What follows belongs to an exercise in optimizing a design on an open flow for small area, a short achievable clock period and few clock cycles; a production flow would make more cautious choices.
Where RTL was checked, it was by simulation tests only, not by an equivalence proof against the original.
No functional check of the RTL was part of run 1.
Power figures rest on the tool's default switching activity, not on a simulated workload.

**design/flow/config.mk**
```make
export PLATFORM = sky130hd
export DESIGN_NAME = receiver_expand
export DESIGN_NICKNAME = receiver_expand
export VERILOG_FILES = /design/flow/design.v
export SDC_FILE = /design/flow/constraint.sdc
export NUM_CORES = 4
export LEC_CHECK = 0
export CAP_MARGIN = 20
export CELL_PAD_IN_SITES_DETAIL_PLACEMENT = 1
export CORE_MARGIN = 2
export CORE_UTILIZATION = 40
export PLACE_DENSITY = 0.5
export SETUP_SLACK_MARGIN = 2.95
export SLEW_MARGIN = 20
export SYNTH_HIERARCHICAL = 1
export SYNTH_MINIMUM_KEEP_SIZE = 0
```
**design/flow/design.v**
```verilog
module receiver_expand #(
    parameter int D = 4
) (
    input  logic           clk,
    input  logic           rst,
    input  logic           start,
    input  logic [D-1:0]   alpha,
    input  logic           cw_valid,
    input  logic [127:0]   cw_data,
    output logic           cw_ready,
    output logic           prg_req,
    output logic [127:0]   prg_seed,
    input  logic           prg_ack,
    input  logic [127:0]   prg_left,
    input  logic [127:0]   prg_right,
    output logic           out_valid,
    input  logic           out_ready,
    output logic [D-1:0]   out_index,
    output logic [127:0]   out_data,
    output logic           out_punct,
    output logic           busy,
    output logic           done
);
    localparam int LV = $clog2(D);           
    localparam int CW = $clog2(D + 1);
    localparam logic [LV-1:0] LEAF = LV'(D - 1);
    localparam logic [LV-1:0] LAST = LV'(D - 2);
    logic             act, fin;
    logic [D-1:0]     alpha_q;
    logic [D-1:0]     asr;           
    logic [CW-1:0]    ncw;           
    logic [D:0]       nl;            
    logic             pre;           
    logic             zq;            
    logic             cq;            
    logic             zq1;           
    logic             n15;           
    logic             ncw3, ncw4;    
    logic [D-1:0]     oidx;          
    logic             ov, opunct;    
    logic [1:0]       dep;           
    logic [LV-1:0]    lx, l1, l2;    
    logic             kx, k1, k2;    
    logic             p_z, p_move, p_bexp, p_exp3, p_c4, p_expi, p_acc;
    logic [1:0]       p_pos;         
    logic [127:0]     X, S1, S2, OUT;
    function automatic logic [8:0] plan(
        input logic act_i, input logic fin_i, input logic zq_i, input logic cq_i,
        input logic nl4_i, input logic pre_i, input logic ncw3_i, input logic ncw4_i,
        input logic ov_i, input logic [1:0] dep_i,
        input logic [LV-1:0] lx_i, input logic [LV-1:0] l1_i, input logic [LV-1:0] l2_i,
        input logic kx_i, input logic k1_i, input logic k2_i);
        logic run, ax, a1, a2, topact, s1act, okacc;
        logic z, move, bexp, exp3, c4, expi, acc;
        logic [1:0] pos;
        run    = act_i && !fin_i;
        ax     = (dep_i != 2'd0) && !(kx_i && pre_i);
        a1     = dep_i[1]        && !(k1_i && pre_i);
        a2     = (dep_i == 2'd3) && !(k2_i && pre_i);
        topact = ax && (pre_i || ncw4_i);
        s1act  = a1 && (pre_i || ncw4_i);
        okacc  = !pre_i || ((!ax || lx_i[LV-1]) && (!a1 || l1_i[LV-1]) &&
                            (!a2 || l2_i[LV-1]));
        z    = run && zq_i;
        move = run && !zq_i && topact && (lx_i == LEAF) && !nl4_i;
        bexp = move && s1act && (l1_i != LEAF);
        exp3 = run && !zq_i && topact && (lx_i == LAST) && !nl4_i;
        c4   = run && ncw3_i && !ov_i && (dep_i == 2'd3) && cq_i;
        expi = run && (topact || (pre_i && ncw4_i && dep_i != 2'd0)) &&
               !lx_i[LV-1] && (dep_i != 2'd3);
        acc  = run && !ncw4_i && (dep_i != 2'd3) && okacc;
        pos  = (pre_i && ax) ? (a1 ? 2'd2 : 2'd1) : 2'd0;
        plan = {z, move, bexp, exp3, c4, expi, acc, pos};
    endfunction
    assign prg_req  = p_exp3 | p_expi | p_bexp;
    assign prg_seed = X;
    assign cw_ready = p_acc | p_c4;
    logic ofree, f_z, f_move, f_bexp, f_pop, f_exp3, f_c4, f_expi, f_acc, f_ld;
    assign ofree  = !ov || out_ready;
    assign f_z    = p_z && ofree;
    assign f_move = p_move && ofree && (!p_bexp || prg_ack);
    assign f_bexp = f_move && p_bexp;
    assign f_pop  = f_move && !p_bexp;
    assign f_exp3 = p_exp3 && ofree && prg_ack;
    assign f_c4   = p_c4 && cw_valid;
    assign f_expi = p_expi && prg_ack;
    assign f_acc  = p_acc && cw_valid;
    assign f_ld   = f_z | f_move | f_exp3 | f_c4;
    logic [1:0] ip;
    logic i0, i1, i2;
    assign ip = f_pop ? {1'b0, p_pos[1]} : p_pos;
    assign i0 = f_acc && (ip == 2'd0);
    assign i1 = f_acc && (ip == 2'd1);
    assign i2 = f_acc && (ip == 2'd2);
    function automatic logic [7:0] swap_rules(
        input logic pre_i, input logic [1:0] dep_i,
        input logic [LV-1:0] lx_i, input logic [LV-1:0] l1_i, input logic [LV-1:0] l2_i,
        input logic kx_i, input logic k1_i, input logic k2_i,
        input logic ncw3_i, input logic ncw4_i, input logic left_i,
        input logic zq_i, input logic zq1_i, input logic n15_i, input logic nl4_i);
        logic ax, a1, a2, s1act, cint, nok;
        ax    = (dep_i != 2'd0) && !(kx_i && pre_i);
        a1    = dep_i[1]        && !(k1_i && pre_i);
        a2    = (dep_i == 2'd3) && !(k2_i && pre_i);
        s1act = a1 && (pre_i || ncw4_i);
        cint  = !ncw3_i;                     
        nok   = !zq1_i && !n15_i;
        swap_rules = {
            s1act && (l1_i != LEAF) && nok,
            left_i && cint && nok,
            (l1_i == LEAF) && a1 && (l2_i != LEAF) && a2 && (pre_i || ncw4_i) && nok,
            !cint && left_i && (l1_i != LEAF) && a1 && nok,
            (l1_i == LEAF) && a1 && cint && left_i && nok,
            !pre_i && !cint && ax && (lx_i != LEAF) && !zq_i && !nl4_i,
            (lx_i == LEAF) && ax && pre_i && cint && left_i && !zq_i && !nl4_i,
            ncw4_i && dep_i[1] && (lx_i == LEAF) && (l1_i != LEAF) && !n15_i};
    endfunction
    logic rB, rC, rE, rF, rG, rK0, rK1, rZ, sw_n;
    logic k_pop, k_bexp, s_f, c_f;
    assign k_pop  = p_move && !p_bexp;
    assign k_bexp = p_move && p_bexp;
    assign s_f    = (p_expi && prg_ack) || (p_exp3 && ofree && prg_ack) ||
                    (p_move && ofree && (prg_ack || !p_bexp));
    assign c_f    = f_acc;
    logic [5:0] sx, ss1, ss2;
    rx_route u_route (
        .p_expi(p_expi), .p_exp3(p_exp3), .k_bexp(k_bexp), .k_pop(k_pop),
        .p_bexp(p_bexp), .p_pos(p_pos),
        .rB(rB), .rC(rC), .rE(rE), .rF(rF), .rG(rG), .rK0(rK0), .rK1(rK1), .rZ(rZ),
        .s_f(s_f), .c_f(c_f), .f_z(f_z),
        .sx(sx), .ss1(ss1), .ss2(ss2), .sw_n(sw_n));
    logic ol, ox, o1, oc, oh;
    assign ol = f_exp3;
    assign ox = f_move && !p_bexp;
    assign o1 = f_move && p_bexp;
    assign oc = f_c4;
    assign oh = !f_ld;
    always_ff @(posedge clk) begin
        X   <= ({128{sx[0]}} & X) | ({128{sx[1]}} & S1) | ({128{sx[2]}} & S2) |
               ({128{sx[3]}} & prg_left) | ({128{sx[4]}} & prg_right) |
               ({128{sx[5]}} & cw_data);
        S1  <= ({128{ss1[0]}} & X) | ({128{ss1[1]}} & S1) | ({128{ss1[2]}} & S2) |
               ({128{ss1[4]}} & prg_right) | ({128{ss1[5]}} & cw_data);
        S2  <= ({128{ss2[1]}} & S1) | ({128{ss2[2]}} & S2) | ({128{ss2[5]}} & cw_data);
        OUT <= ({128{ol}} & prg_left) | ({128{ox}} & X) | ({128{o1}} & S1) |
               ({128{oc}} & cw_data) | ({128{oh}} & OUT);
    end
    logic [D:0] nl_inc;
    assign nl_inc = nl + 1'b1;
    logic             act_n, fin_n, pre_n, zq_n, cq_n, zq1_n, n15_n, ncw3_n, ncw4_n, ov_n, opunct_n;
    logic [D-1:0]     alpha_n, asr_n, oidx_n;
    logic [CW-1:0]    ncw_n;
    logic [D:0]       nl_n;
    logic [1:0]       dep_n, sdep;
    logic [LV-1:0]    lx_n, l1_n, l2_n, m0, m1, m2, lnew;
    logic             kx_n, k1_n, k2_n, j0, j1, j2;
    assign lnew   = LV'(ncw);
    always_comb begin
        m0 = lx; m1 = l1; m2 = l2;
        j0 = kx; j1 = k1; j2 = k2;
        sdep = dep;
        if (f_expi) begin
            m0 = lx + 1'b1; j0 = kx;
            m1 = lx + 1'b1; j1 = kx;
            m2 = l1;        j2 = k1;
            sdep = dep + 1'b1;
        end else if (f_exp3) begin
            m0 = LEAF;
        end else if (f_bexp) begin
            m0 = l1 + 1'b1; j0 = 1'b0;
            m1 = l1 + 1'b1; j1 = 1'b0;
        end else if (f_pop) begin
            m0 = l1; j0 = k1;
            m1 = l2; j1 = k2;
            sdep = dep - 1'b1;
        end
        lx_n = m0; l1_n = m1; l2_n = m2;
        kx_n = j0; k1_n = j1; k2_n = j2;
        if (i0) begin
            lx_n = lnew; kx_n = !asr[D-1];
            l1_n = m0;   k1_n = j0;
            l2_n = m1;   k2_n = j1;
        end else if (i1) begin
            l1_n = lnew; k1_n = !asr[D-1];
            l2_n = m1;   k2_n = j1;
        end else if (i2) begin
            l2_n = lnew; k2_n = !asr[D-1];
        end
        dep_n = sdep + {1'b0, f_acc};
        act_n    = act;
        fin_n    = fin;
        alpha_n  = alpha_q;
        asr_n    = asr;
        ncw_n    = ncw;
        nl_n     = nl;
        pre_n    = pre;
        zq_n     = zq;
        cq_n     = cq;
        zq1_n    = zq1;
        n15_n    = n15;
        ncw3_n   = ncw3;
        ncw4_n   = ncw4;
        oidx_n   = oidx;
        ov_n     = ov;
        opunct_n = opunct;
        if (!act) begin
            lx_n = lx; l1_n = l1; l2_n = l2;
            kx_n = kx; k1_n = k1; k2_n = k2;
            dep_n = dep;
            if (start) begin
                act_n   = 1'b1;
                alpha_n = alpha;
                asr_n   = alpha;
                ncw_n   = '0;
                nl_n    = '0;
                pre_n   = 1'b1;
                zq_n    = (alpha == '0);
                cq_n    = (alpha == D'(1));
                zq1_n   = (alpha == D'(1));
                n15_n   = 1'b0;
                ncw3_n  = 1'b0;
                ncw4_n  = 1'b0;
                dep_n   = '0;
            end
        end else if (fin) begin
            act_n = 1'b0;
            fin_n = 1'b0;
        end else begin
            if (f_ld) begin
                nl_n     = nl_inc;
                zq_n     = zq1;
                cq_n     = (nl_inc == {1'b0, alpha_q ^ D'(1)});
                zq1_n    = (nl + (D+1)'(2) == {1'b0, alpha_q});
                n15_n    = (nl_inc == (D+1)'((1 << D) - 1));
                oidx_n   = nl[D-1:0];
                ov_n     = 1'b1;
                opunct_n = f_z;
            end else if (out_ready) begin
                ov_n = 1'b0;
                if (ov && nl[D]) fin_n = 1'b1;
            end
            if (f_z) pre_n = 1'b0;
            if (f_acc || f_c4) begin
                ncw_n = ncw + 1'b1;
                ncw3_n = (ncw == CW'(D - 2));
                ncw4_n = ncw3;
                asr_n = asr << 1;
            end
        end
    end
    logic [8:0] pl_n;
    logic [7:0] rules_n;
    assign rules_n = swap_rules(pre_n, dep_n, lx_n, l1_n, l2_n, kx_n, k1_n, k2_n,
                                ncw3_n, ncw4_n, asr_n[D-1], zq_n, zq1_n, n15_n, nl_n[D]);
    assign pl_n = plan(act_n, fin_n, zq_n, cq_n, nl_n[D], pre_n, ncw3_n, ncw4_n, ov_n, dep_n,
                       lx_n, l1_n, l2_n, kx_n, k1_n, k2_n);
    always_ff @(posedge clk or negedge rst) begin
        if (!rst) begin
            act     <= 1'b0;
            fin     <= 1'b0;
            ov      <= 1'b0;
            p_z     <= 1'b0;
            p_move  <= 1'b0;
            p_bexp  <= 1'b0;
            p_exp3  <= 1'b0;
            p_c4    <= 1'b0;
            p_expi  <= 1'b0;
            p_acc   <= 1'b0;
        end else begin
            act     <= act_n;
            fin     <= fin_n;
            ov      <= ov_n;
            p_z     <= pl_n[8];
            p_move  <= pl_n[7];
            p_bexp  <= sw_n;
            p_exp3  <= pl_n[5];
            p_c4    <= pl_n[4];
            p_expi  <= pl_n[3];
            p_acc   <= pl_n[2];
        end
    end
    always_ff @(posedge clk) begin
        alpha_q <= alpha_n;
        asr     <= asr_n;
        ncw     <= ncw_n;
        nl      <= nl_n;
        pre     <= pre_n;
        zq      <= zq_n;
        cq      <= cq_n;
        zq1     <= zq1_n;
        n15     <= n15_n;
        ncw3    <= ncw3_n;
        ncw4    <= ncw4_n;
        oidx    <= oidx_n;
        opunct  <= opunct_n;
        dep     <= dep_n;
        lx      <= lx_n;
        l1      <= l1_n;
        l2      <= l2_n;
        kx      <= kx_n;
        k1      <= k1_n;
        k2      <= k2_n;
        p_pos   <= pl_n[1:0];
        {rB, rC, rE, rF, rG, rK0, rK1, rZ} <= rules_n;
    end
    assign out_valid = ov;
    assign out_index = oidx;
    assign out_data  = OUT;
    assign out_punct = opunct;
    assign busy      = act;
    assign done      = fin;
endmodule
module rx_route (
    input  logic       p_expi, p_exp3, k_bexp, k_pop, p_bexp,
    input  logic [1:0] p_pos,
    input  logic       rB, rC, rE, rF, rG, rK0, rK1, rZ,
    input  logic       s_f, c_f, f_z,
    output logic [5:0] sx, ss1, ss2,
    output logic       sw_n
);
    localparam logic [5:0] SE0 = 6'b000001, SE1 = 6'b000010, SE2 = 6'b000100,
                           SL  = 6'b001000, SR  = 6'b010000, SC  = 6'b100000;
    function automatic logic [5:0] phys(input logic [5:0] v, input logic swp);
        phys = {v[5:2], swp ? v[0] : v[1], swp ? v[1] : v[0]};
    endfunction
    function automatic logic [17:0] place(input logic [5:0] n0, input logic [5:0] n1,
                                          input logic [5:0] n2, input logic swn,
                                          input logic swc);
        place = {phys(n2, swc), phys(swn ? n0 : n1, swc), phys(swn ? n1 : n0, swc)};
    endfunction
    logic [5:0]  t0, t1, t2;             
    logic [1:0]  ips;                    
    logic        sws, swsc, swc0;        
    logic [5:0]  u0, u1, u2, w0, w1, w2;
    logic [17:0] v_h, v_z, v_s, v_c, v_sc, v_sel;
    always_comb begin
        if (p_expi)      begin t0 = SL;  t1 = SR;  t2 = SE1; end
        else if (p_exp3) begin t0 = SR;  t1 = SE1; t2 = SE2; end
        else if (k_bexp) begin t0 = SL;  t1 = SR;  t2 = SE2; end
        else             begin t0 = SE1; t1 = SE2; t2 = SE2; end    
        ips = k_pop ? {1'b0, p_pos[1]} : p_pos;
        u0 = t0; u1 = t1; u2 = t2;
        case (ips)
            2'd0:    begin u0 = SC; u1 = t0; u2 = t1; end
            2'd1:    begin u1 = SC; u2 = t1; end
            default: begin u2 = SC; end
        endcase
        w0 = SE0; w1 = SE1; w2 = SE2;
        case (p_pos)
            2'd0:    begin w0 = SC; w1 = SE0; w2 = SE1; end
            2'd1:    begin w1 = SC; w2 = SE1; end
            default: begin w2 = SC; end
        endcase
        if (p_exp3)      sws = rB;
        else if (k_pop)  sws = rE;
        else             sws = 1'b0;
        if (p_exp3)      swsc = (ips == 2'd1) ? rC : rB;
        else if (k_pop)  swsc = (ips == 2'd0) ? rF : ((ips == 2'd1) ? rG : rE);
        else             swsc = 1'b0;
        if (p_bexp)      swc0 = 1'b1;
        else if (p_pos == 2'd0) swc0 = rK0;
        else if (p_pos == 2'd1) swc0 = rK1;
        else             swc0 = 1'b0;
        v_h  = place(SE0, SE1, SE2, p_bexp, p_bexp);
        v_z  = place(SE0, SE1, SE2, p_bexp || rZ, p_bexp);
        v_s  = place(t0, t1, t2, sws, p_bexp);
        v_c  = place(w0, w1, w2, swc0, p_bexp);
        v_sc = place(u0, u1, u2, swsc, p_bexp);
    end
    assign v_sel = s_f ? (c_f ? v_sc : v_s) : (c_f ? v_c : (f_z ? v_z : v_h));
    assign sx  = v_sel[5:0];
    assign ss1 = v_sel[11:6];
    assign ss2 = v_sel[17:12];
    assign sw_n = s_f ? (c_f ? swsc : sws) : (c_f ? swc0 : (p_bexp || (f_z && rZ)));
endmodule
```
**design/flow/standard.sh**
```bash
#!/bin/bash
# synth_recipe.tcl (not shown) runs the flow's synth.tcl, then flattens the netlist and writes it again
# the make line also repeats each setting of config.mk as NAME=value (left out here)
make -C /OpenROAD-flow-scripts/flow DESIGN_CONFIG=/design/flow/config.mk WORK_HOME=/design/flow/orfs CLKGATE_MAP_FILE= SYNTH_SCRIPT=/design/flow/synth_recipe.tcl "${@:-finish}"
```
**design/flow/constraint.sdc**
```tcl
create_clock -name core_clock -period 6.0 [get_ports {clk}]
set_input_delay 1.2000 -clock core_clock [delete_from_list [all_inputs] [get_ports {clk}]]
set_output_delay 1.2000 -clock core_clock [all_outputs]
set_load 0.01 [all_outputs]
```
**design/flow/flow/run.sh**
```bash
#!/bin/bash
# Standard ORFS layout (the standard.sh, all steps unchanged) with one
# difference: the port buffers that global placement inserts use the
# smallest buffer cell; repair_design/repair_timing still resize them.
set -euo pipefail
export BUFFER_PORTS_ARGS="-buffer_cell sky130_fd_sc_hd__buf_1"
bash standard.sh > standard.log 2>&1
```
==> metrics.yaml, run 1 <==
outcome: "complete, no violations"
use_met2_pct: 62.6
fmaxAchievable_ghz: 0.322
crit_required_ns: 6.55
drive_gt1_share_pct: 9.03
grtUsageMet3_pct: 10.4
hold_viol_final: 0
synthesis.area_um2: 26400
reg2reg_slack_ns: 2.98
numPortBuffers: 659
syn-num-nets: 3329
grt_pass1_vias: 30900
drt-initial-drc-count: 5197
gr-usage-all-layers_pct: 39.3
dieArea_um2: 68000
grt_pass1_wl_um: 203000
syn-instance-count: 2929
insertion_delay_ns: 0.61
r2r-end: "S1[93]$_DFF_P_"
cts_buffer_depth: 3
grt.overflow.total: 0
maxSlewViolCount: 0
die_h_um: 261
core-area_um2: 65500
drv_cap: 0
postLayoutCoreUtil_pct: 50.9
grt_max_degree: 129
peakVddDrop_mv: 0.378
start_kind: "input pin"
finalSetupTns_ns: 0
cts.sinks: 571
antenna_found_initial: 45
drc: 0
cts-root-buf: "clkbuf_16"
areaGrowthSynthToFinish_pct: 26.3
p_leak_nw: 13.1
hpwl_um: 81200
gr-max-usage-layer: "met2"
clock_skew_ns: 0.0232
relSlewSlack_pct: 31.2
row_count: 94
vias: 30900
fin_crit_sh_pct: 51.8
crit_end: "OUT[64]$_DFF_P_"
wl_um: 144000
min_period_ns: 3.11
final_cells: 4451
startpoint: "out_ready"
setup_viol: 0
cp_max_fo: 46
initial_core_util_pct: 40.3
worst_ep_arrival_time_ns: 3.65
hold_class: "reg2reg"
rsz0062_at_grt: "yes"
worstMarginPinSlew_ns: 1.03
cts_tree: "yes"
powerDensity_nw_per_um2: 623
gr-usage-met1_pct: 48.0
numCtsBuffers: 67
crit-reg2reg-launch: "p_bexp$_DFF_PN0_"
synth_area_per_cell_um2: 9.01
viasPerCell: 6.95
htreeDepth: 3
path_class: "in2reg"
avgRoutedWirePerCell_um: 32.3
num-nets-final: 3893
gp_congestion: 0.914
ant_nets: 0
place_inst: 4212
yosysWarnings: 8
clkTransAtPathRegs_ns: 0.06
dieWidth_um: 261
end_kind: "register"
worstRegToRegCells: 11
ioPinCount: 660
drtPass1Iterations: 14
## worst max-delay path, cell delays in order
cell      delay (ns)
buf_8           0.09
nor2b_4         0.04
buf_8           0.14
nor2_4          0.70
buf_6           0.53
buf_4           0.52
a222oi_1        0.22
nand3_1         0.16
## final cells by class
cell class | instances | area, um2
inverters | 153 | 583
well taps | 864 | 1080
multi-input cells | 1916 | 13400
clock buffers | 111 | 2100
repair buffers | 784 | 4240
clock inverters | 10 | 108
flip-flops and latches | 571 | 11700
fillers | 7681 | 32200
diodes | 42 | 105
## state kept, by name, summed over array words and instances, names as in the netlist, 2 cells and up
register / count
OUT: 128
S1: 128
S2: 128
X: 128
alpha_q: 4
asr: 4
dep: 2
l1: 2
l2: 2
lx: 2
ncw: 3
nl: 5
oidx: 4
p_pos: 2
## routing by layer
metal / vias to the layer above / routed length [um]
li1: 12900 / -
met1: 15600 / 53700
met2: 2036 / 66400
met3: 435 / 16000
met5: - / 172
met4: 24 / 7770
## worst min path at each step
stage                                start                to  slack, ns  depth (start not counted)
after floorplan                 cq$_DFF_P_        cq$_DFF_P_       0.44                          1
after global placement      OUT[1]$_DFF_P_    OUT[1]$_DFF_P_       0.43                          2
after detailed placement   OUT[93]$_DFF_P_   OUT[93]$_DFF_P_       0.44                          2
after CTS                  OUT[74]$_DFF_P_   OUT[74]$_DFF_P_       0.45                          2
after global routing      OUT[112]$_DFF_P_  OUT[112]$_DFF_P_       0.48                          2
final                     OUT[112]$_DFF_P_  OUT[112]$_DFF_P_       0.45                          2
## metrics by stage
stage	hold slack [ns]	instance area [um2]	power (mW)	worst slack, ns
finish	0.449	33300	20.8	2.89
CTS	0.452	32700	20.2	2.92
detailed placement	0.439	29600	15.1	1.16
global route	0.479	33300	21.7	2.87
global placement	0.433	29600	14.8	1.32
floorplan	0.442	26500	11.8	2.74
## cells in the final DEF, fill, tap and decap left out, types with 5 or more instances in the layout
| cell type | instances |
|---|---|
| a211o_1 | 5 |
| a211oi_1 | 7 |
| a21o_1 | 7 |
| a21oi_1 | 20 |
| a222oi_1 | 384 |
| a22oi_1 | 514 |
| a31oi_1 | 7 |
| and2_4 | 8 |
| and3_1 | 10 |
| buf_1 | 656 |
| buf_12 | 21 |
| buf_16 | 10 |
| buf_4 | 59 |
| buf_6 | 20 |
| buf_8 | 5 |
| bufbuf_16 | 5 |
| clkbuf_1 | 23 |
| clkbuf_16 | 78 |
| clkbuf_8 | 17 |
| dfrtp_1 | 7 |
| dfxtp_1 | 541 |
| diode_2 | 42 |
| edfxtp_1 | 19 |
| ha_1 | 5 |
| inv_1 | 147 |
| mux2i_1 | 8 |
| nand2_1 | 422 |
| nand2b_1 | 8 |
| nand3_1 | 267 |
| nor2_1 | 37 |
| nor2_4 | 7 |
| nor2b_1 | 7 |
| nor3_1 | 9 |
| o211ai_1 | 7 |
| o21ai_0 | 23 |
| o21ai_1 | 5 |
| xnor2_1 | 7 |
| xor2_1 | 10 |
## report_power, final
part	internal (mW)	total, mW	switching [mW]
clock	2.47	4.18	1.72
sequential	5.50	7.08	1.57
combinational	3.63	9.52	5.88
## repair_timing
action | 4_1_cts | 5_1_grt
pin swaps | 18 | 18
cloned | 15 | 9
hold buffers | 0 | 0
hold endpoints to repair | 0 | 0
resized for setup | 74 | 46
endpoints found under the setup margin | 504 | 453
setup buffers | 37 | 15
==> run 2, diff against run 1 <==
--- a/design/flow/design.v
+++ b/design/flow/design.v
@@ -38,7 +38,7 @@
     logic             ncw3, ncw4;    
     logic [D-1:0]     oidx;          
     logic             ov, opunct;    
-    logic [1:0]       dep;           
+    logic [2:0]       dep;           
     logic [LV-1:0]    lx, l1, l2;    
     logic             kx, k1, k2;    
     logic             p_z, p_move, p_bexp, p_exp3, p_c4, p_expi, p_acc;
@@ -47,16 +47,16 @@
     function automatic logic [8:0] plan(
         input logic act_i, input logic fin_i, input logic zq_i, input logic cq_i,
         input logic nl4_i, input logic pre_i, input logic ncw3_i, input logic ncw4_i,
-        input logic ov_i, input logic [1:0] dep_i,
+        input logic ov_i, input logic [2:0] dep_i,
         input logic [LV-1:0] lx_i, input logic [LV-1:0] l1_i, input logic [LV-1:0] l2_i,
         input logic kx_i, input logic k1_i, input logic k2_i);
         logic run, ax, a1, a2, topact, s1act, okacc;
         logic z, move, bexp, exp3, c4, expi, acc;
         logic [1:0] pos;
         run    = act_i && !fin_i;
-        ax     = (dep_i != 2'd0) && !(kx_i && pre_i);
+        ax     = dep_i[0] && !(kx_i && pre_i);
         a1     = dep_i[1]        && !(k1_i && pre_i);
-        a2     = (dep_i == 2'd3) && !(k2_i && pre_i);
+        a2     = dep_i[2] && !(k2_i && pre_i);
         topact = ax && (pre_i || ncw4_i);
         s1act  = a1 && (pre_i || ncw4_i);
         okacc  = !pre_i || ((!ax || lx_i[LV-1]) && (!a1 || l1_i[LV-1]) &&
@@ -65,10 +65,10 @@
         move = run && !zq_i && topact && (lx_i == LEAF) && !nl4_i;
         bexp = move && s1act && (l1_i != LEAF);
         exp3 = run && !zq_i && topact && (lx_i == LAST) && !nl4_i;
-        c4   = run && ncw3_i && !ov_i && (dep_i == 2'd3) && cq_i;
-        expi = run && (topact || (pre_i && ncw4_i && dep_i != 2'd0)) &&
-               !lx_i[LV-1] && (dep_i != 2'd3);
-        acc  = run && !ncw4_i && (dep_i != 2'd3) && okacc;
+        c4   = run && ncw3_i && !ov_i && dep_i[2] && cq_i;
+        expi = run && (topact || (pre_i && ncw4_i && dep_i[0])) &&
+               !lx_i[LV-1] && !dep_i[2];
+        acc  = run && !ncw4_i && !dep_i[2] && okacc;
         pos  = (pre_i && ax) ? (a1 ? 2'd2 : 2'd1) : 2'd0;
         plan = {z, move, bexp, exp3, c4, expi, acc, pos};
     endfunction
@@ -93,15 +93,15 @@
     assign i1 = f_acc && (ip == 2'd1);
     assign i2 = f_acc && (ip == 2'd2);
     function automatic logic [7:0] swap_rules(
-        input logic pre_i, input logic [1:0] dep_i,
+        input logic pre_i, input logic [2:0] dep_i,
         input logic [LV-1:0] lx_i, input logic [LV-1:0] l1_i, input logic [LV-1:0] l2_i,
         input logic kx_i, input logic k1_i, input logic k2_i,
         input logic ncw3_i, input logic ncw4_i, input logic left_i,
         input logic zq_i, input logic zq1_i, input logic n15_i, input logic nl4_i);
         logic ax, a1, a2, s1act, cint, nok;
-        ax    = (dep_i != 2'd0) && !(kx_i && pre_i);
+        ax    = dep_i[0] && !(kx_i && pre_i);
         a1    = dep_i[1]        && !(k1_i && pre_i);
-        a2    = (dep_i == 2'd3) && !(k2_i && pre_i);
+        a2    = dep_i[2] && !(k2_i && pre_i);
         s1act = a1 && (pre_i || ncw4_i);
         cint  = !ncw3_i;                     
         nok   = !zq1_i && !n15_i;
@@ -151,7 +151,7 @@
     logic [D-1:0]     alpha_n, asr_n, oidx_n;
     logic [CW-1:0]    ncw_n;
     logic [D:0]       nl_n;
-    logic [1:0]       dep_n, sdep;
+    logic [2:0]       dep_n, sdep;
     logic [LV-1:0]    lx_n, l1_n, l2_n, m0, m1, m2, lnew;
     logic             kx_n, k1_n, k2_n, j0, j1, j2;
     assign lnew   = LV'(ncw);
@@ -163,7 +163,7 @@
             m0 = lx + 1'b1; j0 = kx;
             m1 = lx + 1'b1; j1 = kx;
             m2 = l1;        j2 = k1;
-            sdep = dep + 1'b1;
+            sdep = {dep[1:0], 1'b1};
         end else if (f_exp3) begin
             m0 = LEAF;
         end else if (f_bexp) begin
@@ -172,7 +172,7 @@
         end else if (f_pop) begin
             m0 = l1; j0 = k1;
             m1 = l2; j1 = k2;
-            sdep = dep - 1'b1;
+            sdep = {1'b0, dep[2:1]};
         end
         lx_n = m0; l1_n = m1; l2_n = m2;
         kx_n = j0; k1_n = j1; k2_n = j2;
@@ -186,7 +186,7 @@
         end else if (i2) begin
             l2_n = lnew; k2_n = !asr[D-1];
         end
-        dep_n = sdep + {1'b0, f_acc};
+        dep_n = f_acc ? {sdep[1:0], 1'b1} : sdep;
         act_n    = act;
         fin_n    = fin;
         alpha_n  = alpha_q;
==> run 2 against run 1 <==
Still clean. Core utilization hardly changed. Clock power shrank 3%. Non-clock buffer count down 13. Sequential share of layout area grew 0.47 points. Die area decreased by 0.49%. Critical path depth increased by 1. Wire length increased by 1.6%. Area after synthesis decreased by 0.50%. Cell count is 0.81% lower. Critical endpoint is now S1[94]$_DFF_P_. Highest routed layer unchanged.
==> metrics.yaml, run 2 <==
clock_skew_ns: 0.0337  # +0.0105 ns
dieWidth_um: 260  # -0.25%
final_cells: 4415  # -0.81%
sw_frac_of_total_pct: 43.0  # -1.2 points
p_clk_share_pct: 21.8  # +1.7 points
worst_ep_arrival_time_ns: 3.50  # -0.15 ns
avgRoutedWirePerCell_um: 33.1  # +2.4%
start_kind: "register"
finalSetupTns_ns: 0  # unchanged
power_frac_comb_pct: 40.9  # -4.9 points
total_power_mw: 18.6  # -10%
min_period_ns: 3.03  # -0.0759 ns
peakVddDrop_mv: 0.237  # -37%
cp_max_fo: 16  # -65%
critPathBufInv: 2  # -2
finish.instance_area_um2: 32900  # -1.2%
min_to: "OUT[116]$_DFF_P_"
viasPerCell: 7.00  # +0.69%
grt_pass1_vias: 31300  # +1.2%
hold_viol_final: 0  # unchanged
slowest_stage: "dfrtp_1"
cts.sinks: 572  # +0.18%
place_inst: 4194  # -0.43%
grt_max_degree: 129  # unchanged
power.net_switching_mw: 8.01  # -13%
wl_um: 146000  # +1.6%
outcome: "complete, no violations"
worstRegToRegCells: 9  # -2
drive_gt1_share_pct: 8.27  # -0.75 points
vias: 30900  # -0.12%
die_h_um: 260  # -0.25%
drtPass1Iterations: 13  # -1
p_leak_nw: 13.0  # -1.5%
end_kind: "register"
numCtsBuffers: 66  # -1.5%
num-nets-final: 3883  # -0.26%
postLayoutCoreUtil_pct: 50.9  # about the same
synthesis.area_um2: 26300  # -0.50%
relSlewSlack_pct: 19.1  # -12 points
syn-instance-count: 2929  # unchanged
drt-initial-drc-count: 5283  # +1.7%
dieArea_um2: 67700  # -0.49%
clkTransAtPathRegs_ns: 0.06  # about the same
place_area_um2: 29400  # -0.74%
htreeDepth: 3  # unchanged
grt.overflow.total: 0  # unchanged
r2r-end: "S1[94]$_DFF_P_"
crit_required_ns: 6.47  # -0.08 ns
insertion_delay_ns: 0.63  # +0.02 ns
cts-root-buf: "clkbuf_16"
hpwl_um: 78300  # -3.6%
powerDensity_nw_per_um2: 565  # -9.3%
fmaxAchievable_ghz: 0.330  # +2.5%
path_class: "reg2reg"
syn-num-nets: 3328  # -0.030%
yosysWarnings: 8  # unchanged
hold_class: "reg2reg"
layout.cells.most_common_list: "656 x buf_1, 541 x dfxtp_1, 513 x a22oi_1"
reg2reg_slack_ns: 2.97  # about the same
holdBufCountCts: 0  # unchanged
hp-start: "OUT[116]$_DFF_P_"
maxSlewViolCount: 0  # unchanged
cpLargestDelayFamily: "compound AO/OA/AOI/OAI gates"
antenna_found_initial: 38  # -16%
cts_tree: "yes"
worstHoldPathCells: 2  # unchanged
cp_cell_sequence: "nand2_2 > nand2_8 > o21ai_0 > a221oi_2 > o32ai_4 > buf_4 > clkbuf_16 > a222oi_1 > nand2_1"
core-area_um2: 64700  # -1.2%
crit-reg2reg-launch: "p_expi$_DFF_PN0_"
rsz0062_at_grt: "yes"
cts_buffer_depth: 3  # unchanged
gr-usage-all-layers_pct: 40.0  # +0.66 points
gp_congestion: 0.920  # +0.66%
drv_cap: 0  # unchanged
numPortBuffers: 659  # unchanged
row_count: 93  # -1.1%
ioPinCount: 660  # unchanged
p_int_mw: 10.6  # -8.5%
power_frac_seq_pct: 37.3  # +3.2 points
ant_nets: 0  # unchanged
fin_crit_sh_pct: 50.5  # -1.3 points
worstMarginPinSlew_ns: 1.21  # +0.182 ns
setup_viol: 0  # unchanged
areaGrowthSynthToFinish_pct: 25.5
initial_core_util_pct: 40.6  # +0.30 points
grt_pass1_wl_um: 205000  # +0.81%
synth_area_per_cell_um2: 8.96  # -0.50%
drc: 0  # unchanged
final_common_cell: "buf_1"
slowest_delay_ns: 0.74  # +0.04 ns
## run 2: worst max path at each step
stage	to	slack, ns	cells past startpoint	start
5_1_grt	S1[94]$_DFF_P_	2.87	9	p_expi$_DFF_PN0_
3_5_place_dp	S1[123]$_DFF_P_	1.19	10	out_ready
3_3_place_gp	S1[59]$_DFF_P_	1.37	9	out_ready
2_1_floorplan	X[0]$_DFF_P_	2.96	11	prg_ack
6_report	S1[94]$_DFF_P_	2.97	9	p_expi$_DFF_PN0_
4_1_cts	X[29]$_DFF_P_	2.95	11	p_bexp$_DFF_PN0_
## run 2: layer usage
layer	part of all wire (%)	track usage, %	vias to the layer above
li1	-	-	12900
met1	36	47.4	15400
met2	46	65.5	2132
met3	12	11.2	474
met4	5.1	21.7	22
met5	0.10	0	-
## run 2: repair_timing
item,in CTS,in global routing
endpoints found under the setup margin,505,279
pin swaps,13,12
setup buffers,28,16
gates resized for setup,60,38
hold endpoints to repair,0,0
gates cloned,21,12
## run 2: power by group through the flow
stage                     Combinational (mW)  Clock (mW)  Sequential, mW
after global placement                  6.25           0            6.82
after detailed placement                6.43           0            6.92
after floorplan                         3.92           0            6.75
after global routing                    8.06        4.24            7.11
final                                   7.62        4.06            6.95
after CTS                               7.06        4.06            6.87
## run 2: layout make-up
class,count,area (um2)
repair buffers,771,4110
multi-input cells,1917,13300
diodes,30,75.1
repair inverters,2,15.0
well taps,855,1070
inverters,154,604
fillers,7631,31800
clock buffers,98,2000
flip-flops and latches,572,11700
clock inverters,16,108
## run 2: tightest hold or removal path, cell delays in order, from the launching register on
cell and delay [ns]:
dfxtp_1 0.32, nand2_1 0.05, nand3_1 0.05
## run 2: through the flow
stage | hold slack, ns | setup slack (ns)
after floorplan | 0.458 | 2.96
after global placement | 0.432 | 1.37
after detailed placement | 0.442 | 1.19
after CTS | 0.454 | 2.95
after global routing | 0.476 | 2.87
final | 0.450 | 2.97
Testbench counts of run 2, summed over its fixed seeds: cycles 4,363.
==> run 3, diff against run 2 <==
--- a/design/flow/config.mk
+++ b/design/flow/config.mk
@@ -11,6 +11,6 @@
 export CORE_UTILIZATION = 40
 export PLACE_DENSITY = 0.5
 export SETUP_SLACK_MARGIN = 2.95
-export SLEW_MARGIN = 20
+export SLEW_MARGIN = 60
 export SYNTH_HIERARCHICAL = 1
 export SYNTH_MINIMUM_KEEP_SIZE = 0
==> run 3 against run 2 <==
Still clean. Synthesized cell count unchanged. First-iteration DRC count down 4.5%. Hold slack better by 0.0024 ns. Critical path depth up 1. Wire length down 5.0%. Non-clock buffer count up 23. Clock power down 1%.
==> metrics.yaml, run 3 <==
outcome: "complete, no violations"
ant_nets: 0  # unchanged
synthesis.area_um2: 26300  # unchanged
multi_input_area_um2: 13300  # +0.19%
grt.overflow.total: 0  # unchanged
synth_area_per_cell_um2: 8.96  # unchanged
hold_class: "reg2reg"
hpwl_um: 83300  # +6.4%
cts_tree: "yes"
maxSlewViolCount: 0  # unchanged
start_kind: "register"
drtPass1Iterations: 12  # -1
num-nets-final: 3902  # +0.49%
layout.cells.most_common_list: "656 x buf_1, 541 x dfxtp_1, 505 x a22oi_1"
die_h_um: 260  # unchanged
syn-instance-count: 2929  # unchanged
initial_core_util_pct: 40.6  # unchanged
clkTransAtPathRegs_ns: 0.06  # about the same
setup_viol: 0  # unchanged
worstMarginPinSlew_ns: 0.565  # -0.649 ns
drive_gt1_share_pct: 9.25  # +0.98 points
drt-initial-drc-count: 5046  # -4.5%
powerDensity_nw_per_um2: 550  # -2.7%
core-area_um2: 64700  # unchanged
fill_cells: 7631  # unchanged
holdBufCountCts: 0  # unchanged
cts_buffer_depth: 3  # unchanged
p_leak_nw: 13.2  # +2.1%
clock_skew_ns: 0.0160  # -0.0177 ns
dieArea_um2: 67700  # unchanged
postLayoutCoreUtil_pct: 51.9  # +1.0 points
numCtsBuffers: 67  # +1.5%
cp_max_fo: 24  # +8
htreeDepth: 3  # unchanged
drv_cap: 0  # unchanged
areaGrowthSynthToFinish_pct: 28.0
drc: 0  # unchanged
fin_crit_sh_pct: 50.2  # -0.34 points
peakVddDrop_mv: 0.265  # +12%
yosysWarnings: 8  # unchanged
syn-num-nets: 3328  # unchanged
min_period_ns: 3.01  # -0.0202 ns
avgRoutedWirePerCell_um: 31.4  # -5.2%
gr-usage-all-layers_pct: 38.2  # -1.8 points
gp_congestion: 0.920  # unchanged
seqCellArea_um2: 11700  # about the same
worst_ep_arrival_time_ns: 3.48  # -0.02 ns
dieWidth_um: 260  # unchanged
grt_pass1_wl_um: 198000  # -3.3%
cts.sinks: 572  # unchanged
antenna_found_initial: 32  # -16%
fmaxAchievable_ghz: 0.332  # +0.67%
ioPinCount: 660  # unchanged
cts-root-buf: "clkbuf_16"
relSlewSlack_pct: 62.3  # +43 points
final_common_cell: "buf_1"
numPortBuffers: 659  # unchanged
grt_pass1_vias: 30800  # -1.4%
insertion_delay_ns: 0.61  # -0.02 ns
finalSetupTns_ns: 0  # unchanged
end_kind: "register"
wl_um: 139000  # -5.0%
grt_max_degree: 67  # -48%
crit_required_ns: 6.47  # about the same
hold_viol_final: 0  # unchanged
viasPerCell: 6.91  # -1.4%
vias: 30500  # -1.2%
path_class: "reg2reg"
rsz0062_at_grt: "yes"
row_count: 93  # unchanged
[run 3: final timing paths]
path / start / end / slack, ns / cells after the start
worst min register to register: OUT[51]$_DFF_P_ / OUT[51]$_DFF_P_ / 0.45 / 2
worst max register to register: p_pos[1]$_SDFF_PN0_ / X[88]$_DFF_P_ / 2.99 / 10
worst max-delay path: p_pos[1]$_SDFF_PN0_ / X[88]$_DFF_P_ / 2.99 / 10
min in group asynchronous: rst / ov$_DFF_PN0_ / 0.48 / 1
worst min-delay path: OUT[51]$_DFF_P_ / OUT[51]$_DFF_P_ / 0.45 / 2
max in group asynchronous: rst / p_expi$_DFF_PN0_ / 5.27 / 1
[run 3: power breakdown]
group          internal, mW  switching, mW  total (mW)  leakage [nW]
logic                  2.99           4.54        7.53          7.39
clock network          2.31           1.70        4.02          1.02
registers              5.40           1.54        6.94          4.80
total                  10.7           7.78        18.5          13.2
[run 3: metal layers]
metal	vias to the layer above	GRT usage, %	wire length [um]
met5	-	0	157
met4	24	18.7	6180
met3	384	10.7	15100
met2	1918	62.8	65100
met1	15300	45.9	52300
li1	12900	-	-
[run 3: area by class of cell]
cell class / count / area share, %
Antenna cell: 20 / 0.149
Clock buffer: 98 / 5.75
Clock inverter: 15 / 0.413
Inverter: 154 / 1.79
Multi-Input combinational cell: 1912 / 39.5
Sequential cell: 572 / 34.8
Tap cell: 855 / 3.18
Timing Repair Buffer: 794 / 14.3
Timing Repair inverter: 2 / 0.0447
[run 3: critical path: stages, from the launching register on]
cell and delay, ns:
dfxtp_2 0.63, mux2_1 0.37, and3_4 0.22, o21ai_1 0.18, a21boi_0 0.14, o311a_4 0.43, buf_16 0.17, buf_16 0.16
buf_4 0.21, a22oi_1 0.22, nand3_1 0.14
[run 3: repair_timing]
action,in CTS,in global routing
pin swaps,17,23
resized for setup,35,55
cloned,16,9
setup endpoints to repair,463,382
setup buffers,29,12
[run 3: metrics by stage]
| step | std cells | hold slack (ns) | power [mW] | area [um2] | worst slack (ns) |
|---|---|---|---|---|---|
| 2_1_floorplan | 2929 | 0.458 | 10.7 | 26500 | 2.96 |
| 4_1_cts | 4380 | 0.457 | 18.0 | 33000 | 2.95 |
| 6_report | 4422 | 0.453 | 18.5 | 33600 | 2.99 |
| 5_1_grt | 4418 | 0.475 | 19.3 | 33600 | 2.86 |
| 3_5_place_dp | 4222 | 0.442 | 13.6 | 30200 | 1.24 |
| 3_3_place_gp | 4194 | 0.432 | 13.1 | 29400 | 1.37 |
==> run 4, diff against run 3 <==
--- a/design/flow/config.mk
+++ b/design/flow/config.mk
@@ -9,8 +9,10 @@
 export CELL_PAD_IN_SITES_DETAIL_PLACEMENT = 1
 export CORE_MARGIN = 2
 export CORE_UTILIZATION = 40
+export CTS_CLUSTER_DIAMETER = 100
+export CTS_CLUSTER_SIZE = 22
 export PLACE_DENSITY = 0.5
 export SETUP_SLACK_MARGIN = 2.95
-export SLEW_MARGIN = 60
+export SLEW_MARGIN = 20
 export SYNTH_HIERARCHICAL = 1
 export SYNTH_MINIMUM_KEEP_SIZE = 0
==> run 4 against run 3 <==
Largest cell class unchanged. Global-route usage grew 0.89 points. First-iteration DRC count grew 4.7%. Via count grew 0.25%. Still clean. Sequential cell count is the same.
==> metrics.yaml, run 4 <==
p_clk_share_pct: 15.4  # -6.3 points
ioPinCount: 660  # unchanged
hpwl_um: 78300  # -6.1%
insertion_delay_ns: 0.60  # about the same
avgRoutedWirePerCell_um: 33.4  # +6.3%
wl_um: 145000  # +4.6%
peakVddDrop_mv: 0.258  # -2.7%
start_kind: "register"
dp_worst_setup_slack_ns: 1.19  # -0.0502 ns
grt_max_degree: 129  # +93%
initial_core_util_pct: 40.6  # unchanged
vias: 30600  # +0.25%
power_frac_seq_pct: 40.5  # +2.9 points
htreeDepth: 2  # -1
end_kind: "register"
crit_required_ns: 6.55  # +0.08 ns
cts_tree: "yes"
critPathBufInv: 5  # +2
final_cells: 4353  # -1.6%
cts-root-buf: "clkbuf_16"
setup_slack_ns: 2.95  # -0.0398 ns
numCtsBuffers: 34  # -49%
min_period_ns: 3.05  # +0.0398 ns
synthesis.area_um2: 26300  # unchanged
hold_viol_final: 0  # unchanged
dieWidth_um: 260  # unchanged
total_power_mw: 17.1  # -7.3%
cts_buffer_depth: 3  # unchanged
fin_crit_sh_pct: 50.9  # +0.66 points
drive_gt1_share_pct: 7.31  # -1.9 points
syn-num-nets: 3328  # unchanged
cp_cell_sequence: "buf_12 > nand2b_4 > inv_12 > and3b_1 > a211o_1 > buf_4 > a311oi_4 > o21ai_4 > o21ai_4 > buf_8 > clkbuf_16 > a222oi_1 > nand2_1"
dieArea_um2: 67700  # unchanged
rsz0062_at_grt: "yes"
place_inst: 4194  # -0.66%
slowest_delay_ns: 0.41  # -0.22 ns
drt-initial-drc-count: 5285  # +4.7%
synth_area_per_cell_um2: 8.96  # unchanged
drtPass1Iterations: 10  # -2
p_leak_nw: 12.4  # -5.9%
grt_pass1_vias: 30600  # -0.75%
cp_max_fo: 16  # -33%
row_count: 93  # unchanged
setup_viol: 0  # unchanged
cts.sinks: 572  # unchanged
sw_frac_of_total_pct: 45.0  # +2.9 points
ant_nets: 0  # unchanged
power.net_switching_mw: 7.70  # -0.97%
viasPerCell: 7.03  # +1.8%
outcome: "complete, no violations"
grt_pass1_wl_um: 201000  # +1.4%
final_common_cell: "buf_1"
clock_skew_ns: 0.0203  # +0.00424 ns
syn-instance-count: 2929  # unchanged
drv_cap: 0  # unchanged
powerDensity_nw_per_um2: 536  # -2.6%
maxSlewViolCount: 0  # unchanged
path_class: "reg2reg"
gr-usage-all-layers_pct: 39.1  # +0.89 points
worst_ep_arrival_time_ns: 3.60  # +0.12 ns
worstMarginPinSlew_ns: 1.16  # +0.593 ns
layout.cells.most_common_list: "656 x buf_1, 541 x dfxtp_1, 507 x a22oi_1"
slowest_stage: "dfrtp_1"
numPortBuffers: 659  # unchanged
antenna_found_initial: 34  # +6.3%
core-area_um2: 64700  # unchanged
p_int_mw: 9.42  # -12%
power_frac_comb_pct: 44.1  # +3.4 points
num-nets-final: 3856  # -1.2%
areaGrowthSynthToFinish_pct: 21.7
grt.overflow.total: 0  # unchanged
postLayoutCoreUtil_pct: 49.4  # -2.5 points
fmaxAchievable_ghz: 0.328  # -1.3%
crit_path_frequent_cell: "o21ai_4"
gp_congestion: 0.920  # unchanged
hold_class: "reg2reg"
clkTransAtPathRegs_ns: 0.09  # +0.03 ns
yosysWarnings: 8  # unchanged
relSlewSlack_pct: 22.8  # -40 points
cpLargestDelayFamily: "compound AO/OA/AOI/OAI gates"
die_h_um: 260  # unchanged
holdBufCountCts: 0  # unchanged
finalSetupTns_ns: 0  # unchanged
drc: 0  # unchanged
==> run 4: power by group through the flow <==
stage	Clock, mW	Combinational, mW	Sequential (mW)
2_1_floorplan	0	3.92	6.75
3_3_place_gp	0	6.25	6.82
3_5_place_dp	0	6.43	6.92
4_1_cts	2.65	6.96	6.85
5_1_grt	2.79	8.00	7.10
6_report	2.64	7.55	6.94
==> run 4: worst paths after layout <==
kind | startpoint | endpoint | slack (ns) | cells past startpoint
setup / recovery | p_bexp$_DFF_PN0_ | S1[51]$_DFF_P_ | 2.95 | 13
hold / removal | OUT[98]$_DFF_P_ | OUT[98]$_DFF_P_ | 0.46 | 2
setup reg to reg | p_bexp$_DFF_PN0_ | S1[51]$_DFF_P_ | 2.95 | 13
hold reg to reg | OUT[98]$_DFF_P_ | OUT[98]$_DFF_P_ | 0.46 | 2
max in group asynchronous | rst | p_move$_DFF_PN0_ | 4.89 | 1
min in group asynchronous | rst | act$_DFF_PN0_ | 0.62 | 1
==> run 4: cell type report <==
class / count / area [um2]
Tap cell: 855 / 1070
Timing Repair inverter: 2 / 15.0
Inverter: 154 / 601
Fill cell: 7664 / 32700
Multi-Input combinational cell: 1917 / 13300
Clock buffer: 43 / 970
Clock inverter: 9 / 78.8
Sequential cell: 572 / 11700
Antenna cell: 25 / 62.6
Timing Repair Buffer: 776 / 4140
==> run 4: per-stage QoR <==
step                hold WS, ns  instance area, um2
floorplan                 0.458               26500
global placement          0.432               29400
detailed placement        0.442               29400
CTS                       0.462               31200
global route              0.486               31900
finish                    0.459               32000
==> run 4: timing repair <==
| action | 4_1_cts | 5_1_grt |
|---|---|---|
| gates cloned | 17 | 14 |
| pin swaps | 13 | 12 |
| buffers inserted | 22 | 29 |
| resized for setup | 58 | 56 |
| endpoints found under the hold margin | 0 | 0 |
| endpoints found under the setup margin | 509 | 389 |
==> run 4: layer usage <==
metal	share of wire (%)	vias to the layer above	GRT usage (%)	routed length, um
met5	0.11	-	0	163
met4	5.3	22	21.3	7750
met3	11	451	8.86	15700
met2	47	2047	63.9	67800
met1	37	15300	47.7	53900
li1	-	12700	-	-
==> run 4: worst reg2reg max path, cell delays in order (launching register included) <==
cell       delay [ns]
dfrtp_1          0.41
buf_12           0.15
nand2b_4         0.19
inv_12           0.10
and3b_1          0.20
a211o_1          0.34
buf_4            0.17
a311oi_4         0.32
o21ai_4          0.14
o21ai_4          0.26
buf_8            0.20
clkbuf_16        0.27
a222oi_1         0.16
nand2_1          0.10
==> run 5, diff against run 4 <==
--- a/design/flow/config.mk
+++ b/design/flow/config.mk
@@ -9,8 +9,8 @@
 export CELL_PAD_IN_SITES_DETAIL_PLACEMENT = 1
 export CORE_MARGIN = 2
 export CORE_UTILIZATION = 40
-export CTS_CLUSTER_DIAMETER = 100
-export CTS_CLUSTER_SIZE = 22
+export CTS_CLUSTER_DIAMETER = 80
+export CTS_CLUSTER_SIZE = 16
 export PLACE_DENSITY = 0.5
 export SETUP_SLACK_MARGIN = 2.95
 export SLEW_MARGIN = 20
==> run 5 against run 4 <==
Cell count up 0.57%. Synthesized cell count unchanged. Still clean on timing, DRC and antenna. Clock skew up 0.0096 ns. Core utilization up 1.3 points. Critical path type unchanged. Area after synthesis unchanged. Wire length up 3.2%. First-iteration DRC count up 0.51%. Critical endpoint is now S1[87]$_DFF_P_. Register-to-register slack worse by 0.05 ns.
==> metrics.yaml, run 5 <==
outcome: "complete, no violations"
insertion_delay_ns: 0.62  # +0.02 ns
die_h_um: 260  # unchanged
holdBufCountCts: 0  # unchanged
dieArea_um2: 67700  # unchanged
vias: 30800  # +0.72%
powerDensity_nw_per_um2: 542  # +1.2%
place_inst: 4194  # unchanged
cts_tree: "yes"
areaGrowthSynthToFinish_pct: 24.8
initial_core_util_pct: 40.6  # unchanged
power.net_switching_mw: 7.97  # +3.4%
drv_cap: 0  # unchanged
grt_max_degree: 129  # unchanged
grt.overflow.total: 0  # unchanged
relSlewSlack_pct: 20.9  # -1.8 points
wl_um: 150000  # +3.2%
cts_buffer_depth: 3  # unchanged
power_frac_seq_pct: 39.2  # -1.3 points
synth_area_per_cell_um2: 8.96  # unchanged
slowest_stage: "dfrtp_1"
p_clk_share_pct: 16.5  # +1.1 points
total_power_mw: 17.8  # +3.7%
power_frac_comb_pct: 44.3  # +0.2 points
hpwl_um: 78300  # unchanged
numCtsBuffers: 43  # +26%
slowest_delay_ns: 0.39  # -0.02 ns
final_cells: 4378  # +0.57%
gp_congestion: 0.920  # unchanged
clkTransAtPathRegs_ns: 0.08  # about the same
drc: 0  # unchanged
min_to: "OUT[116]$_DFF_P_"
viasPerCell: 7.04  # +0.15%
num-nets-final: 3881  # +0.65%
syn-num-nets: 3328  # unchanged
gr-usage-all-layers_pct: 40.3  # +1.2 points
fmaxAchievable_ghz: 0.322  # -1.6%
hp-start: "OUT[116]$_DFF_P_"
antenna_found_initial: 32  # -5.9%
final_common_cell: "buf_1"
crit_path_frequent_cell: "buf_6"
worstHoldPathCells: 2  # unchanged
cp_max_fo: 8  # -8
min_period_ns: 3.10  # +0.0511 ns
sw_frac_of_total_pct: 44.8  # -0.14 points
rsz0062_at_grt: "yes"
whs_ns: 0.455  # -0.00419 ns
ant_nets: 0  # unchanged
row_count: 93  # unchanged
setup_viol: 0  # unchanged
cts.sinks: 572  # unchanged
path_class: "reg2reg"
core-area_um2: 64700  # unchanged
hold_class: "reg2reg"
r2r-end: "S1[87]$_DFF_P_"
crit-reg2reg-launch: "p_bexp$_DFF_PN0_"
avgRoutedWirePerCell_um: 34.3  # +2.6%
ioPinCount: 660  # unchanged
peakVddDrop_mv: 0.238  # -8.0%
drt-initial-drc-count: 5312  # +0.51%
fin_crit_sh_pct: 51.7  # +0.85 points
synthesis.area_um2: 26300  # unchanged
drtPass1Iterations: 10  # unchanged
reg2reg_slack_ns: 2.90  # -0.05 ns
cts-root-buf: "clkbuf_16"
end_kind: "register"
htreeDepth: 2  # unchanged
start_kind: "register"
grt_pass1_wl_um: 206000  # +2.4%
postLayoutCoreUtil_pct: 50.6  # +1.3 points
worstMarginPinSlew_ns: 1.19  # +0.0273 ns
drive_gt1_share_pct: 9.24  # +1.9 points
syn-instance-count: 2929  # unchanged
hold_viol_final: 0  # unchanged
finalSetupTns_ns: 0  # unchanged
fill_cells: 7641  # -0.30%
numPortBuffers: 659  # unchanged
dieWidth_um: 260  # unchanged
clock_skew_ns: 0.0298  # +0.00957 ns
p_int_mw: 9.80  # +4.0%
grt_pass1_vias: 31000  # +1.4%
worst_ep_arrival_time_ns: 3.60  # about the same
cp_cell_sequence: "buf_8 > nand2b_4 > inv_12 > and3b_2 > a211o_4 > a31oi_4 > buf_6 > mux2i_4 > nor2_4 > buf_6 > clkbuf_16 > a222oi_1 > nand2_1"
maxSlewViolCount: 0  # unchanged
p_leak_nw: 12.7  # +2.4%
yosysWarnings: 8  # unchanged
layout.cells.most_common_list: "657 x buf_1, 541 x dfxtp_1, 469 x a22oi_1"
crit_required_ns: 6.50  # -0.05 ns
worstRegToRegCells: 13  # unchanged
[run 5: what timing repair did]
action                     CTS  global route
buffers inserted            25            29
gates resized for setup     63           113
setup endpoints to repair  504           394
gates cloned                24            19
pin swaps                   10            31
[run 5: final cells by class]
| type | instances | area, um2 | share of cell area [%] |
|---|---|---|---|
| Antenna cell | 27 | 67.6 | 0.206 |
| Clock buffer | 53 | 1210 | 3.69 |
| Tap cell | 855 | 1070 | 3.27 |
| Timing Repair inverter | 2 | 15.0 | 0.0458 |
| Timing Repair Buffer | 789 | 4480 | 13.7 |
| Multi-Input combinational cell | 1920 | 13600 | 41.5 |
| Clock inverter | 6 | 38.8 | 0.118 |
| Sequential cell | 572 | 11700 | 35.7 |
| Inverter | 154 | 603 | 1.84 |
[run 5: power by group through the flow]
stage                     logic [mW]  registers, mW  clock network, mW
after floorplan                 3.92           6.75                  0
after global placement          6.25           6.82                  0
after detailed placement        6.43           6.92                  0
after CTS                       7.13           6.85               2.94
after global routing            8.29           7.12               3.08
final                           7.87           6.96               2.94
[run 5: worst max-delay path by stage]
stage / from / endpoint / slack, ns
2_1_floorplan: prg_ack / X[0]$_DFF_P_ / 2.96
3_3_place_gp: out_ready / S1[59]$_DFF_P_ / 1.37
3_5_place_dp: out_ready / S1[123]$_DFF_P_ / 1.19
4_1_cts: p_bexp$_DFF_PN0_ / X[59]$_DFF_P_ / 2.95
5_1_grt: p_bexp$_DFF_PN0_ / S1[83]$_DFF_P_ / 2.85
6_report: p_bexp$_DFF_PN0_ / S1[87]$_DFF_P_ / 2.90
[run 5: worst max-delay path: cells and delay by family (launching register included)]
family | cells | cell delay (ns)
compound gates | 3 | 1.00
mux | 1 | 0.24
simple gates | 4 | 0.61
flops | 1 | 0.39
buf+inv | 5 | 0.74
[run 5: routing by layer]
| layer | track usage, % | part of all wire (%) | vias up | wire length (um) |
|---|---|---|---|---|
| met3 | 10.8 | 12 | 520 | 17500 |
| met4 | 21.4 | 5.7 | 18 | 8590 |
| met2 | 66.5 | 46 | 2123 | 69700 |
| li1 | - | - | 12800 | - |
| met5 | 0 | 0.081 | - | 122 |
| met1 | 47.7 | 36 | 15300 | 54100 |
[run 5: stage by stage]
stage	setup WS (ns)	cell area [um2]
floorplan	2.96	26500
global placement	1.37	29400
detailed placement	1.19	29400
CTS	2.95	31600
global route	2.85	32700
finish	2.90	32800
==> run 6, diff against run 5 <==
--- a/design/flow/design.v
+++ b/design/flow/design.v
@@ -43,6 +43,8 @@
     logic             kx, k1, k2;    
     logic             p_z, p_move, p_bexp, p_exp3, p_c4, p_expi, p_acc;
     logic [1:0]       p_pos;         
+    logic             p_pop, p_bx;   
+    logic [1:0]       p_ips;         
     logic [127:0]     X, S1, S2, OUT;
     function automatic logic [8:0] plan(
         input logic act_i, input logic fin_i, input logic zq_i, input logic cq_i,
@@ -72,9 +74,10 @@
         pos  = (pre_i && ax) ? (a1 ? 2'd2 : 2'd1) : 2'd0;
         plan = {z, move, bexp, exp3, c4, expi, acc, pos};
     endfunction
-    assign prg_req  = p_exp3 | p_expi | p_bexp;
+    logic             q_req, q_cwr;   
+    assign prg_req  = q_req;
     assign prg_seed = X;
-    assign cw_ready = p_acc | p_c4;
+    assign cw_ready = q_cwr;
     logic ofree, f_z, f_move, f_bexp, f_pop, f_exp3, f_c4, f_expi, f_acc, f_ld;
     assign ofree  = !ov || out_ready;
     assign f_z    = p_z && ofree;
@@ -116,16 +119,14 @@
             ncw4_i && dep_i[1] && (lx_i == LEAF) && (l1_i != LEAF) && !n15_i};
     endfunction
     logic rB, rC, rE, rF, rG, rK0, rK1, rZ, sw_n;
-    logic k_pop, k_bexp, s_f, c_f;
-    assign k_pop  = p_move && !p_bexp;
-    assign k_bexp = p_move && p_bexp;
+    logic s_f, c_f;
     assign s_f    = (p_expi && prg_ack) || (p_exp3 && ofree && prg_ack) ||
                     (p_move && ofree && (prg_ack || !p_bexp));
     assign c_f    = f_acc;
     logic [5:0] sx, ss1, ss2;
     rx_route u_route (
-        .p_expi(p_expi), .p_exp3(p_exp3), .k_bexp(k_bexp), .k_pop(k_pop),
-        .p_bexp(p_bexp), .p_pos(p_pos),
+        .p_expi(p_expi), .p_exp3(p_exp3), .k_bexp(p_bx), .k_pop(p_pop),
+        .p_bexp(p_bexp), .p_pos(p_pos), .p_ips(p_ips),
         .rB(rB), .rC(rC), .rE(rE), .rF(rF), .rG(rG), .rK0(rK0), .rK1(rK1), .rZ(rZ),
         .s_f(s_f), .c_f(c_f), .f_z(f_z),
         .sx(sx), .ss1(ss1), .ss2(ss2), .sw_n(sw_n));
@@ -266,6 +267,10 @@
             p_c4    <= 1'b0;
             p_expi  <= 1'b0;
             p_acc   <= 1'b0;
+            p_pop   <= 1'b0;
+            p_bx    <= 1'b0;
+            q_req   <= 1'b0;
+            q_cwr   <= 1'b0;
         end else begin
             act     <= act_n;
             fin     <= fin_n;
@@ -277,6 +282,10 @@
             p_c4    <= pl_n[4];
             p_expi  <= pl_n[3];
             p_acc   <= pl_n[2];
+            p_pop   <= pl_n[7] && !sw_n;
+            p_bx    <= pl_n[7] && sw_n;
+            q_req   <= pl_n[5] || pl_n[3] || sw_n;
+            q_cwr   <= pl_n[2] || pl_n[4];
         end
     end
     always_ff @(posedge clk) begin
@@ -301,6 +310,7 @@
         k1      <= k1_n;
         k2      <= k2_n;
         p_pos   <= pl_n[1:0];
+        p_ips   <= (pl_n[7] && !sw_n) ? {1'b0, pl_n[1]} : pl_n[1:0];
         {rB, rC, rE, rF, rG, rK0, rK1, rZ} <= rules_n;
     end
     assign out_valid = ov;
@@ -312,7 +322,7 @@
 endmodule
 module rx_route (
     input  logic       p_expi, p_exp3, k_bexp, k_pop, p_bexp,
-    input  logic [1:0] p_pos,
+    input  logic [1:0] p_pos, p_ips,
     input  logic       rB, rC, rE, rF, rG, rK0, rK1, rZ,
     input  logic       s_f, c_f, f_z,
     output logic [5:0] sx, ss1, ss2,
@@ -329,7 +339,6 @@
         place = {phys(n2, swc), phys(swn ? n0 : n1, swc), phys(swn ? n1 : n0, swc)};
     endfunction
     logic [5:0]  t0, t1, t2;             
-    logic [1:0]  ips;                    
     logic        sws, swsc, swc0;        
     logic [5:0]  u0, u1, u2, w0, w1, w2;
     logic [17:0] v_h, v_z, v_s, v_c, v_sc, v_sel;
@@ -338,9 +347,8 @@
         else if (p_exp3) begin t0 = SR;  t1 = SE1; t2 = SE2; end
         else if (k_bexp) begin t0 = SL;  t1 = SR;  t2 = SE2; end
         else             begin t0 = SE1; t1 = SE2; t2 = SE2; end    
-        ips = k_pop ? {1'b0, p_pos[1]} : p_pos;
         u0 = t0; u1 = t1; u2 = t2;
-        case (ips)
+        case (p_ips)
             2'd0:    begin u0 = SC; u1 = t0; u2 = t1; end
             2'd1:    begin u1 = SC; u2 = t1; end
             default: begin u2 = SC; end
@@ -354,8 +362,8 @@
         if (p_exp3)      sws = rB;
         else if (k_pop)  sws = rE;
         else             sws = 1'b0;
-        if (p_exp3)      swsc = (ips == 2'd1) ? rC : rB;
-        else if (k_pop)  swsc = (ips == 2'd0) ? rF : ((ips == 2'd1) ? rG : rE);
+        if (p_exp3)      swsc = (p_ips == 2'd1) ? rC : rB;
+        else if (k_pop)  swsc = (p_ips == 2'd0) ? rF : ((p_ips == 2'd1) ? rG : rE);
         else             swsc = 1'b0;
         if (p_bexp)      swc0 = 1'b1;
         else if (p_pos == 2'd0) swc0 = rK0;
--- a/design/flow/config.mk
+++ b/design/flow/config.mk
@@ -9,8 +9,6 @@
 export CELL_PAD_IN_SITES_DETAIL_PLACEMENT = 1
 export CORE_MARGIN = 2
 export CORE_UTILIZATION = 40
-export CTS_CLUSTER_DIAMETER = 80
-export CTS_CLUSTER_SIZE = 16
 export PLACE_DENSITY = 0.5
 export SETUP_SLACK_MARGIN = 2.95
 export SLEW_MARGIN = 20
==> run 6 against run 5 <==
Non-clock buffer count shrank 43. Synthesized cell count grew 0.61%. Sequential power shrank 3.0%. Via count shrank 0.73%. Register-to-register slack gained 0.15 ns. Clock-buffer cell count grew 53. Clock power grew 44%. Global-route usage shrank 2.3 points. Worst setup slack lost 0.062 ns.
==> metrics.yaml, run 6 <==
outcome: "complete, no violations"
powerDensity_nw_per_um2: 567  # +4.5%
cts-root-buf: "clkbuf_16"
cts_tree: "yes"
finalSetupTns_ns: 0  # unchanged
cts_buffer_depth: 3  # unchanged
ioPinCount: 660  # unchanged
initial_core_util_pct: 40.3  # -0.31 points
power_frac_seq_pct: 36.2  # -3.0 points
row_count: 94  # +1.1%
clkTransAtPathRegs_ns: 0.06  # -0.02 ns
syn-num-nets: 3346  # +0.54%
syn-instance-count: 2947  # +0.61%
startpoint: "cw_valid"
dieWidth_um: 261  # +0.33%
whs_ns: 0.453  # -0.00204 ns
grt_pass1_wl_um: 199000  # -3.5%
core-area_um2: 65600  # +1.4%
power.net_switching_mw: 8.08  # +1.4%
synth_area_per_cell_um2: 8.97  # about the same
numPortBuffers: 659  # unchanged
slowest_stage: "buf_4"
p_leak_nw: 13.0  # +1.7%
worstHoldPathCells: 2  # unchanged
hpwl_um: 81700  # +4.4%
htreeDepth: 3  # +1
numCtsBuffers: 69  # +60%
synthesis.area_um2: 26400  # +0.67%
fin_crit_sh_pct: 52.7  # +1.0 points
min_to: "OUT[77]$_DFF_P_"
p_int_mw: 10.6  # +7.8%
insertion_delay_ns: 0.62  # about the same
gr-usage-all-layers_pct: 38.0  # -2.3 points
worstRegToRegCells: 8  # -5
crit_required_ns: 6.54  # +0.04 ns
relSlewSlack_pct: 20.7  # -0.23 points
dieArea_um2: 68100  # +0.66%
final_common_cell: "buf_1"
cp_max_fo: 65  # +57
hold_viol_final: 0  # unchanged
die_h_um: 261  # +0.33%
drv_cap: 0  # unchanged
worstMarginPinSlew_ns: 1.19  # +0.00350 ns
hold_class: "reg2reg"
num-nets-final: 3869  # -0.31%
slowest_delay_ns: 0.77  # +0.38 ns
reg2reg_slack_ns: 3.05  # +0.15 ns
layout.cells.most_common_list: "656 x buf_1, 545 x dfxtp_1, 512 x a22oi_1"
power_frac_comb_pct: 41.2  # -3.1 points
vias: 30600  # -0.73%
viasPerCell: 6.93  # -1.7%
yosysWarnings: 8  # unchanged
finish.instance_area_um2: 32900  # +0.46%
avgRoutedWirePerCell_um: 31.6  # -7.7%
grt.overflow.total: 0  # unchanged
setup_viol: 0  # unchanged
maxSlewViolCount: 0  # unchanged
path_class: "in2reg"
min_period_ns: 3.16  # +0.0618 ns
drtPass1Iterations: 13  # +3
drive_gt1_share_pct: 7.82  # -1.4 points
seqCellArea_um2: 11800  # +1.2%
multi_input_area_um2: 13300  # -2.1%
antenna_found_initial: 53  # +66%
start_kind: "input pin"
place_area_um2: 29600  # +0.90%
p_clk_share_pct: 22.6  # +6.1 points
drc: 0  # unchanged
r2r-end: "S1[17]$_DFF_P_"
worst_ep_arrival_time_ns: 3.70  # +0.10 ns
ant_nets: 0  # unchanged
==> run 6: per-stage QoR <==
step	setup slack [ns]	total power, mW	instances
after global routing	2.90	19.5	4409
final	2.84	18.6	4419
after detailed placement	1.49	13.5	4221
after global placement	1.64	13.2	4221
after floorplan	2.82	10.7	2947
after CTS	2.93	18.1	4361
==> run 6: how the worst max path moves through the flow <==
stage                           endpoint  slack [ns]  cells past startpoint
after floorplan               rE$_DFF_P_        2.82                      9
after global placement     X[89]$_DFF_P_        1.64                     11
after detailed placement   X[99]$_DFF_P_        1.49                     11
after CTS                  S1[6]$_DFF_P_        2.93                     12
after global routing      X[112]$_DFF_P_        2.90                     12
final                     OUT[9]$_DFF_P_        2.84                      6
==> run 6: power groups by stage <==
stage | sequential (mW) | combinational (mW) | clock, mW
2_1_floorplan | 6.58 | 4.13 | 0
6_report | 6.75 | 7.68 | 4.22
5_1_grt | 6.91 | 8.14 | 4.40
3_3_place_gp | 6.63 | 6.58 | 0
4_1_cts | 6.68 | 7.19 | 4.26
3_5_place_dp | 6.73 | 6.77 | 0
==> run 6: repair_timing <==
action / 4_1_cts / 5_1_grt
resized for setup: 53 / 53
cloned: 6 / 7
setup endpoints to repair: 461 / 368
buffers inserted: 16 / 13
pin swaps: 8 / 8
hold buffers: 0 / 0
==> run 6: final cells by class <==
type | instances | area share (%)
Timing Repair Buffer | 746 | 11.5
Multi-Input combinational cell | 1919 | 40.4
Inverter | 156 | 1.81
Antenna cell | 38 | 0.289
Tap cell | 864 | 3.28
Clock buffer | 106 | 6.32
Sequential cell | 578 | 36.0
Clock inverter | 12 | 0.403
==> run 6: metal layers <==
layer	vias up	track usage, %	wire length [um]
met5	-	0	259
met4	40	22.1	7010
met3	400	9.28	14100
met2	1920	61.5	65300
met1	15400	46.1	53000
li1	12800	-	-
==> run 6: worst max-delay path, delay by kind of cell <==
family / cells / cell delay, ns
compound gates: 1 / 0.31
simple gates: 2 / 0.37
buf+inv: 3 / 1.57
Testbench counts of run 6, summed over its fixed seeds: cycles 4,363.

Re-timed with assumed drivers on the ports (clkbuf_16 on the clock, buf_2 on other inputs), run 6 has 2.871 ns of setup slack against 2.836 ns with ideal ports, and 2.193 ns once port delays also move by the mid clock arrival of 0.678 ns.
